This is an optimization exercise on Yosys and OpenROAD, whose aim is small area, not a production implementation.
In this exercise RTL edits were held to simulation tests only and were not proved equivalent to the original.
Power and IR drop assume default switching activity.

===== design/flow/design.v =====
package capture_pkg;
  localparam int FRAME_W      = 16;
  localparam int FRAME_H      = 8;
  localparam int FRAME_PIXELS = FRAME_W * FRAME_H;
  localparam int ADDR_W = $clog2(FRAME_PIXELS);
  typedef logic [7:0] pixel_t;
  typedef logic [ADDR_W-1:0] pixel_addr_t;
  typedef enum logic [1:0] {
    CAP_IDLE  = 2'd0,
    CAP_STORE = 2'd1,
    CAP_SEND  = 2'd2,
    CAP_DRAIN = 2'd3
  } capture_state_e;
endpackage
package uart_pkg;
  localparam int CLKS_PER_BIT = 4;
  localparam int DATA_BITS    = 8;
  localparam int FRAME_BITS = DATA_BITS + 2;
  localparam int BAUD_CNT_W = $clog2(CLKS_PER_BIT);
  localparam int BIT_IDX_W  = $clog2(FRAME_BITS);
  typedef logic [DATA_BITS-1:0] uart_byte_t;
  typedef enum logic [1:0] {
    CH_GREEN = 2'd0,
    CH_BLUE  = 2'd1,
    CH_RED   = 2'd2
  } tx_channel_e;
endpackage
`timescale 1ns/100ps
module capture_fsm (
  input  logic           clk,
  input  logic           uart_reset,
  input  logic           store_req,
  input  logic           send_req,
  input  logic           pixel_valid,
  input  logic           frame_last,
  input  logic           pixel_advance,
  input  logic           tx_busy,
  output capture_pkg::capture_state_e state,
  output logic           count_clear,
  output logic           store_write,
  output logic           send_done,
  output logic           capture_busy
);
  capture_pkg::capture_state_e state_next;
  always_ff @(posedge clk) begin
    if (uart_reset) begin
      state <= capture_pkg::CAP_IDLE;
    end else begin
      state <= state_next;
    end
  end
  always_comb begin
    state_next = state;
    case (state)
      capture_pkg::CAP_IDLE: begin
        if (store_req) begin
          state_next = capture_pkg::CAP_STORE;
        end else if (send_req) begin
          state_next = capture_pkg::CAP_SEND;
        end
      end
      capture_pkg::CAP_STORE: begin
        if (store_write && frame_last) begin
          state_next = capture_pkg::CAP_IDLE;
        end
      end
      capture_pkg::CAP_SEND: begin
        if (pixel_advance && frame_last) begin
          state_next = capture_pkg::CAP_DRAIN;
        end
      end
      capture_pkg::CAP_DRAIN: begin
        if (!tx_busy) begin
          state_next = capture_pkg::CAP_IDLE;
        end
      end
      default: state_next = capture_pkg::CAP_IDLE;
    endcase
  end
  assign count_clear  = (state == capture_pkg::CAP_IDLE) && (store_req || send_req);
  assign store_write  = (state == capture_pkg::CAP_STORE) && pixel_valid;
  assign send_done    = (state == capture_pkg::CAP_DRAIN) && !tx_busy;
  assign capture_busy = (state != capture_pkg::CAP_IDLE);
endmodule
`timescale 1ns/100ps
module pixel_counter (
  input  logic        clk,
  input  logic        uart_reset,
  input  logic        count_clear,
  input  logic        store_write,
  input  logic        pixel_advance,
  output capture_pkg::pixel_addr_t addr,
  output logic        frame_last
);
  localparam capture_pkg::pixel_addr_t LAST_ADDR = capture_pkg::pixel_addr_t'(capture_pkg::FRAME_PIXELS - 1);
  always_ff @(posedge clk) begin
    if (uart_reset) begin
      addr <= '0;
    end else if (count_clear) begin
      addr <= '0;
    end else if (store_write || pixel_advance) begin
      addr <= addr + 1'b1;
    end
  end
  assign frame_last = (addr == LAST_ADDR);
endmodule
`timescale 1ns/100ps
module frame_buffer (
  input  logic        clk,
  input  logic        store_write,
  input  capture_pkg::pixel_addr_t addr,
  input  capture_pkg::pixel_t      pixel_in,
  output capture_pkg::pixel_t      pixel_out
);
  capture_pkg::pixel_t mem [capture_pkg::FRAME_PIXELS];
  always_ff @(posedge clk) begin
    if (store_write) begin
      mem[addr] <= pixel_in;
    end
  end
  always_ff @(posedge clk) begin
    pixel_out <= mem[addr];
  end
endmodule
`timescale 1ns/100ps
module rgb_byte_sequencer (
  input  logic           clk,
  input  logic           uart_reset,
  input  capture_pkg::capture_state_e state,
  input  logic           count_clear,
  input  logic           tx_busy,
  input  capture_pkg::pixel_t         pixel_out,
  output logic           tx_start,
  output logic           pixel_advance,
  output uart_pkg::uart_byte_t     tx_data
);
  uart_pkg::tx_channel_e channel;
  logic read_wait;
  logic start_q;
  assign tx_start = (state == capture_pkg::CAP_SEND) && !read_wait && !tx_busy && !start_q;
  assign pixel_advance = tx_start && (channel == uart_pkg::CH_RED);
  always_ff @(posedge clk) begin
    if (uart_reset) begin
      read_wait <= 1'b0;
      start_q   <= 1'b0;
    end else begin
      read_wait <= count_clear || pixel_advance;
      start_q   <= tx_start;
    end
  end
  always_ff @(posedge clk) begin
    if (uart_reset) begin
      channel <= uart_pkg::CH_GREEN;
    end else if (count_clear) begin
      channel <= uart_pkg::CH_GREEN;
    end else if (tx_start) begin
      case (channel)
        uart_pkg::CH_GREEN: channel <= uart_pkg::CH_BLUE;
        uart_pkg::CH_BLUE:  channel <= uart_pkg::CH_RED;
        default:  channel <= uart_pkg::CH_GREEN;
      endcase
    end
  end
  always_comb begin
    case (channel)
      uart_pkg::CH_GREEN: tx_data = {pixel_out[4:2], 5'b0};
      uart_pkg::CH_BLUE:  tx_data = {pixel_out[1:0], 6'b0};
      uart_pkg::CH_RED:   tx_data = {pixel_out[7:5], 5'b0};
      default:  tx_data = '0;
    endcase
  end
endmodule
`timescale 1ns/100ps
module uart_tx (
  input  logic       clk,
  input  logic       uart_reset,
  input  logic       tx_start,
  input  uart_pkg::uart_byte_t tx_data,
  output logic       txd,
  output logic       tx_busy
);
  localparam logic [uart_pkg::BAUD_CNT_W-1:0] BAUD_LAST = uart_pkg::BAUD_CNT_W'(uart_pkg::CLKS_PER_BIT - 1);
  localparam logic [uart_pkg::BIT_IDX_W-1:0]  STOP_IDX  = uart_pkg::BIT_IDX_W'(uart_pkg::DATA_BITS);
  localparam logic [uart_pkg::BIT_IDX_W-1:0]  LAST_IDX  = uart_pkg::BIT_IDX_W'(uart_pkg::FRAME_BITS - 1);
  logic [uart_pkg::BAUD_CNT_W-1:0] baud_cnt;
  logic [uart_pkg::BIT_IDX_W-1:0]  bit_idx;
  uart_pkg::uart_byte_t shift_q;
  logic accept;
  logic bit_end;
  assign accept  = tx_start && !tx_busy;
  assign bit_end = tx_busy && (baud_cnt == BAUD_LAST);
  always_ff @(posedge clk) begin
    if (uart_reset) begin
      txd      <= 1'b1;
      tx_busy  <= 1'b0;
      baud_cnt <= '0;
      bit_idx  <= '0;
    end else if (accept) begin
      txd      <= 1'b0;
      tx_busy  <= 1'b1;
      baud_cnt <= '0;
      bit_idx  <= '0;
    end else if (tx_busy) begin
      baud_cnt <= baud_cnt + 1'b1;
      if (bit_end) begin
        baud_cnt <= '0;
        bit_idx  <= bit_idx + 1'b1;
        if (bit_idx == LAST_IDX) begin
          tx_busy <= 1'b0;
          bit_idx <= '0;
        end else if (bit_idx == STOP_IDX) begin
          txd <= 1'b1;
        end else begin
          txd <= shift_q[0];
        end
      end
    end
  end
  always_ff @(posedge clk) begin
    if (accept) begin
      shift_q <= tx_data;
    end else if (bit_end && (bit_idx < STOP_IDX)) begin
      shift_q <= shift_q >> 1;
    end
  end
endmodule
`timescale 1ns/100ps
module frame_uart_top (
  input  logic   clk,
  input  logic   uart_reset,
  input  logic   store_req,
  input  logic   send_req,
  input  capture_pkg::pixel_t pixel_in,
  input  logic   pixel_valid,
  output logic   txd,
  output logic   capture_busy,
  output logic   send_done
);
  capture_pkg::capture_state_e state;
  logic           count_clear;
  logic           store_write;
  logic           pixel_advance;
  logic           frame_last;
  logic           tx_start;
  logic           tx_busy;
  capture_pkg::pixel_addr_t    addr;
  capture_pkg::pixel_t         pixel_out;
  uart_pkg::uart_byte_t     tx_data;
  capture_fsm u_capture_fsm (
    .clk           (clk),
    .uart_reset    (uart_reset),
    .store_req     (store_req),
    .send_req      (send_req),
    .pixel_valid   (pixel_valid),
    .frame_last    (frame_last),
    .pixel_advance (pixel_advance),
    .tx_busy       (tx_busy),
    .state         (state),
    .count_clear   (count_clear),
    .store_write   (store_write),
    .send_done     (send_done),
    .capture_busy  (capture_busy)
  );
  pixel_counter u_pixel_counter (
    .clk           (clk),
    .uart_reset    (uart_reset),
    .count_clear   (count_clear),
    .store_write   (store_write),
    .pixel_advance (pixel_advance),
    .addr          (addr),
    .frame_last    (frame_last)
  );
  frame_buffer u_frame_buffer (
    .clk         (clk),
    .store_write (store_write),
    .addr        (addr),
    .pixel_in    (pixel_in),
    .pixel_out   (pixel_out)
  );
  rgb_byte_sequencer u_rgb_byte_sequencer (
    .clk           (clk),
    .uart_reset    (uart_reset),
    .state         (state),
    .count_clear   (count_clear),
    .tx_busy       (tx_busy),
    .pixel_out     (pixel_out),
    .tx_start      (tx_start),
    .pixel_advance (pixel_advance),
    .tx_data       (tx_data)
  );
  uart_tx u_uart_tx (
    .clk        (clk),
    .uart_reset (uart_reset),
    .tx_start   (tx_start),
    .tx_data    (tx_data),
    .txd        (txd),
    .tx_busy    (tx_busy)
  );
endmodule

===== design/flow/run.sh =====
#!/bin/bash
# synth_recipe.tcl (not shown) runs the flow's synth.tcl, then flattens the netlist and writes it again
# the make line also repeats each setting of config.mk as NAME=value (left out here)
make -C /OpenROAD-flow-scripts/flow DESIGN_CONFIG=/design/flow/config.mk WORK_HOME=/design/flow/orfs CLKGATE_MAP_FILE= SYNTH_SCRIPT=/design/flow/synth_recipe.tcl finish

===== design/flow/config.mk =====
export PLATFORM = sky130hd
export DESIGN_NAME = frame_uart_top
export DESIGN_NICKNAME = frame_uart_top
export VERILOG_FILES = /design/flow/design.v
export SDC_FILE = /design/flow/constraint.sdc
export NUM_CORES = 4
export LEC_CHECK = 0
export CAP_MARGIN = 20
export CORE_MARGIN = 2
export CORE_UTILIZATION = 40
export SLEW_MARGIN = 20

===== design/flow/constraint.sdc =====
create_clock -name core_clock -period 10.0 [get_ports {clk}]
set_input_delay 2.0000 -clock core_clock [delete_from_list [all_inputs] [get_ports {clk}]]
set_output_delay 2.0000 -clock core_clock [all_outputs]
set_load 0.01 [all_outputs]

==> impl_metrics.env <==
export IMPL_cts_htree_levels=3
export IMPL_netlist_area_leader_share_pct=75.6
export IMPL_first_iter_violations=2247
export IMPL_holdBufCountCts=0
export IMPL_cts_resized_gates=0
export IMPL_synthCells=1778
export IMPL_vdd_drop_max_mv=0.148
export IMPL_layout_min_cycle_time_ns=4.79
export IMPL_crit_path_top_delay_cell="dfxtp_4"
export IMPL_nets=1836
export IMPL_grt_max_degree=165
export IMPL_fin_hold_ws_ns=0.501
export IMPL_wirelength_microns=96900
export IMPL_synth_warnings=5
export IMPL_r2r_slack_ns=5.21
export IMPL_crit_family="multiplexers"
export IMPL_endpoint="u_frame_buffer.pixel_out[5]$_DFF_P_"
export IMPL_die_h_microns=324
export IMPL_yosys_area_top_type="edfxtp_1"
export IMPL_syn_num_nets=1793
export IMPL_place_worst_setup_slack_ns=4.75
export IMPL_hold_viol_final=0
export IMPL_r2r_end="u_frame_buffer.pixel_out[5]$_DFF_P_"
export IMPL_worstSetupStartpoint="u_pixel_counter.addr[0]$_SDFFE_PP0P_"
export IMPL_ys_seq_area_share_pct=77.0
export IMPL_cp_arrival_ns=5.33
export IMPL_fmaxAchievable_mhz=209
export IMPL_crit_fanout=46
export IMPL_crit_path_frequent_cell="mux4_2"
export IMPL_grt_pass1_wl_microns=140000
export IMPL_synth_edf_count=1032
export IMPL_crit_chain="buf_4 > buf_4 > mux4_2 > mux4_2 > mux4_2 > mux2_2"
export IMPL_maxCapViolCount=0
export IMPL_drive_gt1_share_pct=28.3
export IMPL_r2r_cells=6
export IMPL_fp_dieW_microns=324
export IMPL_cts_buffer_depth=3
export IMPL_maxSlewViolCount=0
export IMPL_synth_area_leaders="edfxtp_1, mux4_2, dfxtp_1, nor2_1, clkbuf_1"
export IMPL_syn2layout_area_growth_pct=12.3
export IMPL_min_path_type="flip-flop to flip-flop"
export IMPL_wl_per_cell_microns=29.6
export IMPL_grt_overflow=0
export IMPL_cts_sinks=1061
export IMPL_async_reset_ff_share_pct=0
export IMPL_clk_pin_slew_ns=0.07
export IMPL_fin_setup_tns_ns=0
export IMPL_start_kind="flip-flop"
export IMPL_dp_hpwl_microns=56700
export IMPL_antenna_found_initial=1
export IMPL_rsz0062_at_grt="false"
export IMPL_crit_type="flip-flop to flip-flop"
export IMPL_r2r_start="u_pixel_counter.addr[0]$_SDFFE_PP0P_"
export IMPL_yosysMostFrequentCell="edfxtp_1"
export IMPL_required_ns=10.54
export IMPL_syn_cell_area_sq_um=41000
export IMPL_cts_tree="yes"
export IMPL_rows=117
export IMPL_port_buffers=15
export IMPL_initial_utilization_pct=40.3
export IMPL_drc=0
export IMPL_worstMarginPinSlew_ns=1.12
export IMPL_skew_ns=0.0206
export IMPL_leakage_nw=13.4
export IMPL_powerDensity_nw_per_um2=196
export IMPL_worstPathBufferInverterCount=2
export IMPL_insertion_delay_ns=0.65
export IMPL_synth_flop_cell="edfxtp_1"
export IMPL_ant_nets=0
export IMPL_cts_root_buf="clkbuf_16"
export IMPL_final_cell_area_sq_um=46000
export IMPL_setup_slack_ns=5.21
export IMPL_cp_slowest_stage_delay_ns=0.87
export IMPL_vias=18600
export IMPL_synthTopCellsByCount="edfxtp_1, mux4_2, nor2_1, clkbuf_1, dfxtp_1"
export IMPL_status="complete, no violations"
export IMPL_postCtsSetupBuffers=0
export IMPL_postPlaceCellArea_sq_um=42600
export IMPL_relSlewSlack_pct=25.1
export IMPL_cp_end_kind="flip-flop"
export IMPL_period_share_pct=47.9
export IMPL_final_setup_viol_count=0
export IMPL_ys_types=40
export IMPL_gp_congestion=0.828
export IMPL_grt_usage_pct=18.7
export IMPL_ys_ff_latch=1061
export IMPL_cp_depth=6
export IMPL_vias_per_cell=5.68
export IMPL_first_pass_iters=5
export IMPL_synth_avg_cell_area_sq_um=23.0
export IMPL_cts_buffers=103
export IMPL_core_area_sq_um=102000
export IMPL_ios=16
export IMPL_die_area_sq_um=105000
export IMPL_grt_pass1_vias=18900
## worst min-delay path, stage by stage, from the launching register on
cell,delay (ns)
dfxtp_1,0.33
mux2i_1,0.07
nor2_1,0.07
## how the worst min path moves through the flow
stage	start	endpoint	slack (ns)	cells after the start
2_1_floorplan	u_uart_tx.baud_cnt[1]$_SDFFE_PP0P_	u_uart_tx.baud_cnt[1]$_SDFFE_PP0P_	0.46	2
3_3_place_gp	u_uart_tx.baud_cnt[1]$_SDFFE_PP0P_	u_uart_tx.baud_cnt[1]$_SDFFE_PP0P_	0.48	2
3_5_place_dp	u_uart_tx.baud_cnt[1]$_SDFFE_PP0P_	u_uart_tx.baud_cnt[1]$_SDFFE_PP0P_	0.50	2
4_1_cts	u_uart_tx.txd$_SDFFE_PP1P_	u_uart_tx.txd$_SDFFE_PP1P_	0.51	2
5_1_grt	u_uart_tx.baud_cnt[1]$_SDFFE_PP0P_	u_uart_tx.baud_cnt[1]$_SDFFE_PP0P_	0.53	2
6_report	u_uart_tx.baud_cnt[1]$_SDFFE_PP0P_	u_uart_tx.baud_cnt[1]$_SDFFE_PP0P_	0.50	2
## report_power, final
group / leakage (nW) / switching, W / internal [W]
combinational: 2.22 / 0.000151 / 0.0000753
sequential: 9.52 / 0.00000874 / 0.00488
clock: 1.65 / 0.00163 / 0.00229
## state kept, by name (all words and copies together) (netlist names)
register	count
u_rgb_byte_sequencer.start_q	1
u_rgb_byte_sequencer.read_wait	1
u_uart_tx.tx_busy	1
u_rgb_byte_sequencer.channel	2
u_uart_tx.baud_cnt	2
u_frame_buffer.pixel_out	8
u_capture_fsm.state	2
u_pixel_counter.addr	7
u_uart_tx.bit_idx	4
u_uart_tx.txd	1
u_uart_tx.shift_q	8
u_frame_buffer.mem	1024
## cells by family (layout without fill, tap and decap cells)
kind of cell             after synthesis  in the layout  synth area share, %
multiplexers                         350            350                 18.8
flip-flops                          1061           1061                 77.0
other                                  0              1                    0
AND/OR/NAND/NOR                      223            223                 2.33
XOR/XNOR                               4              4               0.0855
adder cells (fa/ha/maj)                2              2               0.0611
buffers and inverters                106            236                 1.15
AO/OA/AOI/OAI                         32             32                0.492
## layout by cell type, fill, tap and decap left out, drive strengths merged, types with 5 or more instances in the layout
cell	n
a21oi	13
and2	6
buf	31
bufinv	15
clkbuf	124
clkdlybuf4s50	7
clkinv	45
clkinvlp	5
dfxtp	29
edfxtp	1032
inv	9
mux2	8
mux2i	6
mux4	336
nand2	22
nand3	11
nor2	152
nor2b	9
o21ai	7
or3	5
## per-layer routing
metal | part of all wire, % | wire [microns] | track usage (%) | up-vias
met1 | 42 | 40500 | 26.3 | 10000
met5 | 0 | 0 | 0 | -
met3 | 7.5 | 7260 | 4.31 | 145
met4 | 2.8 | 2740 | 5.59 | 0
li1 | - | - | - | 7610
met2 | 48 | 46400 | 29.2 | 866
## final cells by class
| class | instances | area, sq um |
|---|---|---|
| inverters | 6 | 22.5 |
| repair buffers | 38 | 315 |
| flip-flops and latches | 1061 | 31600 |
| diodes | 1 | 2.50 |
| multi-input cells | 611 | 8960 |
| fillers | 8322 | 55700 |
| well taps | 1368 | 1710 |
| clock buffers | 124 | 2680 |
| clock inverters | 68 | 732 |
## metrics by stage
stage	power (W)	util, %	instances
2_1_floorplan	0.00508	-	1778
3_3_place_gp	0.00521	41.9	3084
3_5_place_dp	0.00522	41.9	3084
4_1_cts	0.00911	45.2	3276
5_1_grt	0.00929	45.2	3276
6_report	0.00904	45.2	3277

[afterwards: timing with drivers on the ports]
The flow's constraints put no driver on any port. The routed layout listed below was extracted and timed again, unchanged, in two steps.
Step 1 (the two cells are an assumption about what drives the block):
set clk [get_ports {clk}]
set_driving_cell -lib_cell sky130_fd_sc_hd__clkbuf_16 $clk
set_driving_cell -lib_cell sky130_fd_sc_hd__buf_2 [delete_from_list [all_inputs] $clk]
Step 2 times the ports against the registers' clock, not the clock port: input delays grow and output delays shrink by t, the midpoint of the rising clock arrivals with the driver on.
a / b / c = ideal ports / drivers / drivers and shift; a / b = the first two.
t, ns: 0.714
setup WS [ns]: 5.211 / 5.211 / 4.710
pins driven straight from the clock port: 1
After both steps this run still meets setup and hold. For this run, drivers alone change the setup slack by 0.000 ns; drivers and shift together by -0.501 ns.
